From an optimization exercise on the open Yosys and OpenROAD flow, aimed at small area; shortcuts taken in it are not production practice.
In this exercise RTL edits were held to simulation tests only and were not proved equivalent to the original.
Power and IR drop assume default switching activity.

job 6912:
Design rv_multicycle_core, start of the top module:
module rv_multicycle_core #(
  parameter logic [31:0] RESET_PC = 32'h0000_0000,
  parameter int unsigned ADDR_W   = 32
) (
  input  logic              clk,
  input  logic              rst,
  input  logic              run,
  input  logic              step,
  output logic [ADDR_W-1:0] mem_addr,
  output logic              mem_re,
  output logic              mem_we,
  output logic [31:0]       mem_wdata,
  input  logic [31:0]       mem_rdata,
  input  logic              mem_ready,
  input  logic [4:0]        dbg_sel,
  output logic [31:0]       dbg_data,
  output logic [31:0]       pc_dbg,
  output logic [31:0]       instr_dbg,
  output logic [2:0]        state_dbg,
  output logic              retire,
  output logic              halted
);
  localparam logic [2:0] StFetch  = 3'd0;
  localparam logic [2:0] StDecode = 3'd1;
  localparam logic [2:0] StExec   = 3'd2;
  localparam logic [2:0] StMem    = 3'd3;
  ...
Settings: LEC_CHECK=0, CAP_MARGIN=20, CORE_MARGIN=2, CORE_UTILIZATION=55, CTS_BUF_LIST=sky130_fd_sc_hd__clkbuf_8, CTS_CLUSTER_DIAMETER=100, CTS_CLUSTER_SIZE=12, SLEW_MARGIN=20, SYNTH_HIERARCHICAL=1; clock period 10.0 ns.
standard.sh (not shown) runs the stock make flow with config.mk's settings and CLKGATE_MAP_FILE= SYNTH_SCRIPT=/design/flow/synth_recipe.tcl, a recipe that flattens the netlist after the stock synthesis.
==> flow/flow/run.sh <==
#!/bin/bash
# Own flow: the standard layout, except that synthesis maps the
# combinational logic with an area-oriented ABC script (registers are mapped
# by the unchanged ORFS synthesis before ABC runs) and the port buffers use
# the smallest buffer cell.
set -euo pipefail
HERE=$(pwd)
export AREA_ABC_SCRIPT=$HERE/flow/area.abc
export BUFFER_PORTS_ARGS="-buffer_cell sky130_fd_sc_hd__buf_1"
# Synthesis: the make command of standard.sh with our synthesis script.
MAKECMD=$(grep '^make ' standard.sh | sed 's/ "\${@:-finish}"$//')
MAKECMD=${MAKECMD/SYNTH_SCRIPT=$HERE\/synth_recipe.tcl/SYNTH_SCRIPT=$HERE\/flow\/area_synth.tcl}
echo "$MAKECMD synth" > synth_cmd.log
eval "$MAKECMD synth" > synth.log 2>&1
# Everything after synthesis: the standard flow.
bash standard.sh > standard.log 2>&1
==> flow/flow/area.abc <==
&get -n
&st
&dch -f
&nf -a
&put
mfs2 -a
&get -n
&st
&dch -f
&nf -a
&put
mfs2 -a
&get -n
&st
&dch -f
&nf -a
&put
topo
stime -c
==> flow/flow/area_synth.tcl <==
# synth_recipe.tcl with a different ABC script for the combinational mapping:
# ORFS synth.tcl is read and run unchanged except for the abc call.
proc synth {args} { yosys synth -nofsm -noshare {*}$args }
set f [open $::env(SCRIPTS_DIR)/synth.tcl]
set txt [read $f]
close $f
set n [string first {log_cmd abc {*}$abc_args} $txt]
if { $n < 0 } { error "abc call not found in synth.tcl" }
set txt [string map [list {log_cmd abc {*}$abc_args} {set abc_args [lreplace $abc_args 1 1 $::env(AREA_ABC_SCRIPT)]; log_cmd abc {*}$abc_args}] $txt]
eval $txt
# left out here: clear keep_hierarchy, flatten, clean up, hide names made inside functions, write 1_2_yosys.v
Relative to job 6912, the following input files were edited for job 2262:
Settings: swapping 55 for 40 in CORE_UTILIZATION.
### Flow results
In the reports for job 2262 and job 6912, the larger wire length of the first global-routing pass belongs to job 6912. Job 2262: met2 track demand over resource in global routing lower than job 6912. Diff job 2262..job 6912 | power dissipated in sequential cells | negligible. Re number of diodes added for antenna fixing: job 6912 was lower than job 2262. Compared with job 6912, job 2262 shows share of total power in the clock network higher by 0.2 points. Between job 2262 and job 6912, it is job 2262 whose die area is higher, by about 37%. Compared with job 6912, via count in job 2262 decreased by a few percent. Leakage power: job 6912 vs job 2262, no meaningful difference.
[inputs] job 9759 vs job 2262
Settings: CORE_UTILIZATION changed from 40 to 55.
==> flow/flow/run.sh <==
#!/bin/bash
# Own flow: the standard layout, except that synthesis maps the
# combinational logic with an area-oriented ABC script (registers are mapped
# by the unchanged ORFS synthesis before ABC runs) and the port buffers use
# the smallest buffer cell, and the clock tree uses no dummy loads.
set -euo pipefail
HERE=$(pwd)
export AREA_ABC_SCRIPT=$HERE/flow/area.abc
export BUFFER_PORTS_ARGS="-buffer_cell sky130_fd_sc_hd__buf_1"
export CTS_ARGS="-sink_clustering_enable -repair_clock_nets -sink_clustering_size 12 -sink_clustering_max_diameter 100 -buf_list sky130_fd_sc_hd__clkbuf_8 -dont_use_dummy_load"
# Synthesis: the make command of standard.sh with our synthesis script.
MAKECMD=$(grep '^make ' standard.sh | sed 's/ "\${@:-finish}"$//')
MAKECMD=${MAKECMD/SYNTH_SCRIPT=$HERE\/synth_recipe.tcl/SYNTH_SCRIPT=$HERE\/flow\/area_synth.tcl}
echo "$MAKECMD synth" > synth_cmd.log
eval "$MAKECMD synth" > synth.log 2>&1
# Everything after synthesis: the standard flow.
bash standard.sh > standard.log 2>&1
Notes after the runs:
Relative to job 2262, cell count has gone down in job 9759. Against job 2262 as the reference, job 9759 delivers a lower total internal power. Compared with job 2262, job 9759 ends up with less cell area. Final worst-path setup slack up 0.12 ns in job 9759 wrt job 2262. Job 9759 vs. job 2262: critical path buffer and inverter count fell 3; met1 routed wirelength after detailed routing went down; total area of multi-input combinational cells roughly the same. Job 9759 against job 2262: met1 track demand over resource in global routing climbed 16 points, wire length climbed 1.4%. From job 2262 to job 9759 the numbers moved as follows: core area decreased by 27% relative to the old numbers, maximum frequency from static timing analysis higher.

-- port drivers added, routing unchanged --
The flow's constraints put no driver on any port. The routed layouts listed below were extracted and timed again, unchanged, in two steps.
Step 1 (the two cells are an assumption about what drives the block):
set clk [get_ports {clk}]
set_driving_cell -lib_cell sky130_fd_sc_hd__clkbuf_16 $clk
set_driving_cell -lib_cell sky130_fd_sc_hd__buf_2 [delete_from_list [all_inputs] $clk]
Step 2 adds t to the input delays and takes it off the output delays; t is the mean of the earliest and latest rising clock arrival at the registers after step 1. Input paths then give back, and output paths get back, about the clock's delay inside the block.
Three values: no drivers, after step 1, after step 2; two values: the first two.
run	t (ns)	setup slack, ns	hold slack, ns
job 6912	0.832	1.927 / 1.927 / 1.927	0.323 / 0.323 / 0.323
job 2262	0.853	1.855 / 1.828 / 1.828	0.312 / 0.312 / 0.312
job 9759	0.795	1.979 / 1.979 / 1.979	0.283 / 0.283 / 0.283
After both steps setup and hold are still met in every run listed. For job 2262, which loses most, drivers alone change the setup slack by -0.027 ns; drivers and shift together by -0.027 ns.
